This design comes from an exercise in tuning for small area on the open sky130 flow, not from production work.
The RTL was checked by simulation tests, not by an equivalence proof against the original design.
Power is estimated from default activity; no workload was simulated. No driver is modelled on the clock port, so clocking that relies on it looks cheaper here than on a real chip.

## inst_buffer_top
module inst_buffer_top (
    input  logic         clock,
    input  logic         reset,
    input  logic         flush_i,
    input  logic [259:0] if_packet_i,
    input  logic [1:0]   if_valid_num_i,
    input  logic [1:0]   id_ready_num_i,
    output logic [3:0]   buffer_free_o,
    output logic [259:0] id_packet_o,
    output logic [1:0]   id_valid_num_o
);
    inst_buffer #(.WAY(2), .DEPTH(8)) u_buf (
        .clock          (clock),
        .reset          (reset),
        .flush_i        (flush_i),
        .if_packet_i    (if_packet_i),
        .if_valid_num_i (if_valid_num_i),
        .buffer_free_o  (buffer_free_o),
        .id_ready_num_i (id_ready_num_i),
        .id_packet_o    (id_packet_o),
        .id_valid_num_o (id_valid_num_o)
    );
endmodule
Size in the first run: about 2900 cells after synthesis, roughly 1000 flip-flops, roughly 530 I/O pins, ~43000 µm² of cells after synthesis.
clock: 6.0 ns
lec_check: 0
cap_margin: 20
core_margin: 2
core_utilization: 70
slew_margin: 20
standard.sh (not shown) runs the stock make flow with config.mk's settings and CLKGATE_MAP_FILE= SYNTH_SCRIPT=/design/flow/synth_recipe.tcl, a recipe that flattens the netlist after the stock synthesis.
==> flow/flow/run.sh <==
#!/bin/bash
# Standard layout (the standard.sh), with these changes:
#  - the port buffers are made from the smallest buffer cell, buf_1;
#  - placement-time buffering (timing-driven global placement and
#    repair_design) may not use the large buffers and inverters listed in
#    small_buffers.tcl, so fanout trees are built from buf_2/buf_4;
#  - clock tree synthesis clusters up to 30 sinks per leaf buffer and
#    inserts no dummy loads.
here=$(pwd)
export BUFFER_PORTS_ARGS="-buffer_cell sky130_fd_sc_hd__buf_1"
export PRE_GLOBAL_PLACE_TCL=$here/flow/small_buffers.tcl
export PRE_RESIZE_TCL=$here/flow/small_buffers.tcl
export CTS_ARGS="-sink_clustering_enable -repair_clock_nets -dont_use_dummy_load -sink_clustering_size 30 -sink_clustering_max_diameter 100"
bash standard.sh > standard.log 2>&1
==> flow/flow/small_buffers.tcl <==
set_dont_use {sky130_fd_sc_hd__buf_6 sky130_fd_sc_hd__buf_8 sky130_fd_sc_hd__buf_12 sky130_fd_sc_hd__buf_16 sky130_fd_sc_hd__bufbuf_8 sky130_fd_sc_hd__bufbuf_16 sky130_fd_sc_hd__clkbuf_8 sky130_fd_sc_hd__clkbuf_16 sky130_fd_sc_hd__bufinv_8 sky130_fd_sc_hd__bufinv_16 sky130_fd_sc_hd__inv_8 sky130_fd_sc_hd__inv_12 sky130_fd_sc_hd__inv_16 sky130_fd_sc_hd__clkinv_8 sky130_fd_sc_hd__clkinv_16 sky130_fd_sc_hd__clkdlybuf4s*}
The starting point completed with no timing, DRC or antenna violations.
Change:
==> flow/flow/run.sh (replaced) <==
#!/bin/bash
# Standard layout (the standard.sh), with two changes:
#  - the port buffers are made from the smallest buffer cell, buf_1;
#  - clock tree synthesis clusters up to 25 sinks per leaf buffer and
#    inserts no dummy loads.
export BUFFER_PORTS_ARGS="-buffer_cell sky130_fd_sc_hd__buf_1"
export CTS_ARGS="-sink_clustering_enable -repair_clock_nets -dont_use_dummy_load -sink_clustering_size 25 -sink_clustering_max_diameter 100"
bash standard.sh > standard.log 2>&1
removed: flow/flow/small_buffers.tcl
- The changed run completed without violations
- synthesized cell count is unchanged
- synthesized area does not change
- combinational power hardly moves
- final cell count falls slightly
- global-route usage falls by 0.38 points
- sequential power stays flat
- total power went up slightly
Change:
==> flow/flow/run.sh (replaced) <==
#!/bin/bash
# Standard layout (the standard.sh, including its synthesis script),
# with these changes:
#  - ABC maps the logic with flow/abc_map.script, ORFS's speed script
#    without its buffering and sizing passes (the 6 ns clock leaves plenty
#    of slack); ORFS's scripts are copied to ./scripts with only that file
#    replaced, and SCRIPTS_DIR points there;
#  - the port buffers are made from the smallest buffer cell, buf_1;
#  - placement-time buffering (timing-driven global placement and
#    repair_design) may not use the large buffers and inverters listed in
#    small_buffers.tcl, so fanout trees are built from buf_2/buf_4;
#  - clock tree synthesis clusters up to 30 sinks per leaf buffer and
#    inserts no dummy loads.
set -e
here=$(pwd)
rm -rf scripts
cp -r "$FLOW_HOME/scripts" scripts
cp flow/abc_map.script scripts/abc_speed.script
export SCRIPTS_DIR=$here/scripts
export BUFFER_PORTS_ARGS="-buffer_cell sky130_fd_sc_hd__buf_1"
export PRE_GLOBAL_PLACE_TCL=$here/flow/small_buffers.tcl
export PRE_RESIZE_TCL=$here/flow/small_buffers.tcl
export CTS_ARGS="-sink_clustering_enable -repair_clock_nets -dont_use_dummy_load -sink_clustering_size 30 -sink_clustering_max_diameter 100"
bash standard.sh > standard.log 2>&1
==> flow/flow/abc_map.script (new file) <==
&get -n
&st
&syn2
&dch
&nf
&put
==> flow/flow/small_buffers.tcl (new file) <==
set_dont_use {sky130_fd_sc_hd__buf_6 sky130_fd_sc_hd__buf_8 sky130_fd_sc_hd__buf_12 sky130_fd_sc_hd__buf_16 sky130_fd_sc_hd__bufbuf_8 sky130_fd_sc_hd__bufbuf_16 sky130_fd_sc_hd__clkbuf_8 sky130_fd_sc_hd__clkbuf_16 sky130_fd_sc_hd__bufinv_8 sky130_fd_sc_hd__bufinv_16 sky130_fd_sc_hd__inv_8 sky130_fd_sc_hd__inv_12 sky130_fd_sc_hd__inv_16 sky130_fd_sc_hd__clkinv_8 sky130_fd_sc_hd__clkinv_16 sky130_fd_sc_hd__clkdlybuf4s*}
After rerunning: Power shrinks by a few percent; worst setup slack loses 0.20 ns; via count shrinks by a few percent; maximum frequency shrinks by a few percent; synthesized area shrinks by a few percent; routed wire length shrinks by a little under a tenth.
Change:
==> flow/flow/run.sh (replaced) <==
#!/bin/bash
# Standard layout (the standard.sh), with two changes:
#  - the port buffers are made from the smallest buffer cell, buf_1;
#  - clock tree synthesis clusters up to 25 sinks per leaf buffer and
#    inserts no dummy loads.
export BUFFER_PORTS_ARGS="-buffer_cell sky130_fd_sc_hd__buf_1"
export CTS_ARGS="-sink_clustering_enable -repair_clock_nets -dont_use_dummy_load -sink_clustering_size 30 -sink_clustering_max_diameter 100"
bash standard.sh > standard.log 2>&1
removed: flow/flow/abc_map.script
removed: flow/flow/small_buffers.tcl
What happened: The changed run completed with no timing, DRC or antenna violations. Die area went up by 3.9%. Setup slack improves by 0.20 ns. Total power goes up by 2.8%. Final area grows by 1.8%. Global-route usage is higher by 1.7 points.

==> separate check: timing with driven ports <==
Ports are ideal in the flow. The routed layouts listed here were re-timed in OpenROAD.
Step 1: set_driving_cell puts a clkbuf_16 on clock and a buf_2 on each other input, an assumption about the parent block.
Step 2, shift: input delay + t, output delay - t, t = (earliest + latest rising clock arrival at the registers) / 2. This alone moves slack from input paths to output paths.
Slacks: no drivers / after step 1 / after step 2; pairs: no drivers / after step 1.
run	t, ns	slack for setup (ns)	clock arrival spread, ns
the first run	0.675	1.244 / 1.173 / 1.366	0.026 / 0.025
the second run	0.680	1.356 / 1.291 / 1.408	0.044 / 0.044
the third run	0.675	1.152 / 1.087 / 1.362	0.027 / 0.027
the fourth run	0.675	1.354 / 1.288 / 1.399	0.034 / 0.034
After both steps every run listed still meets setup and hold.
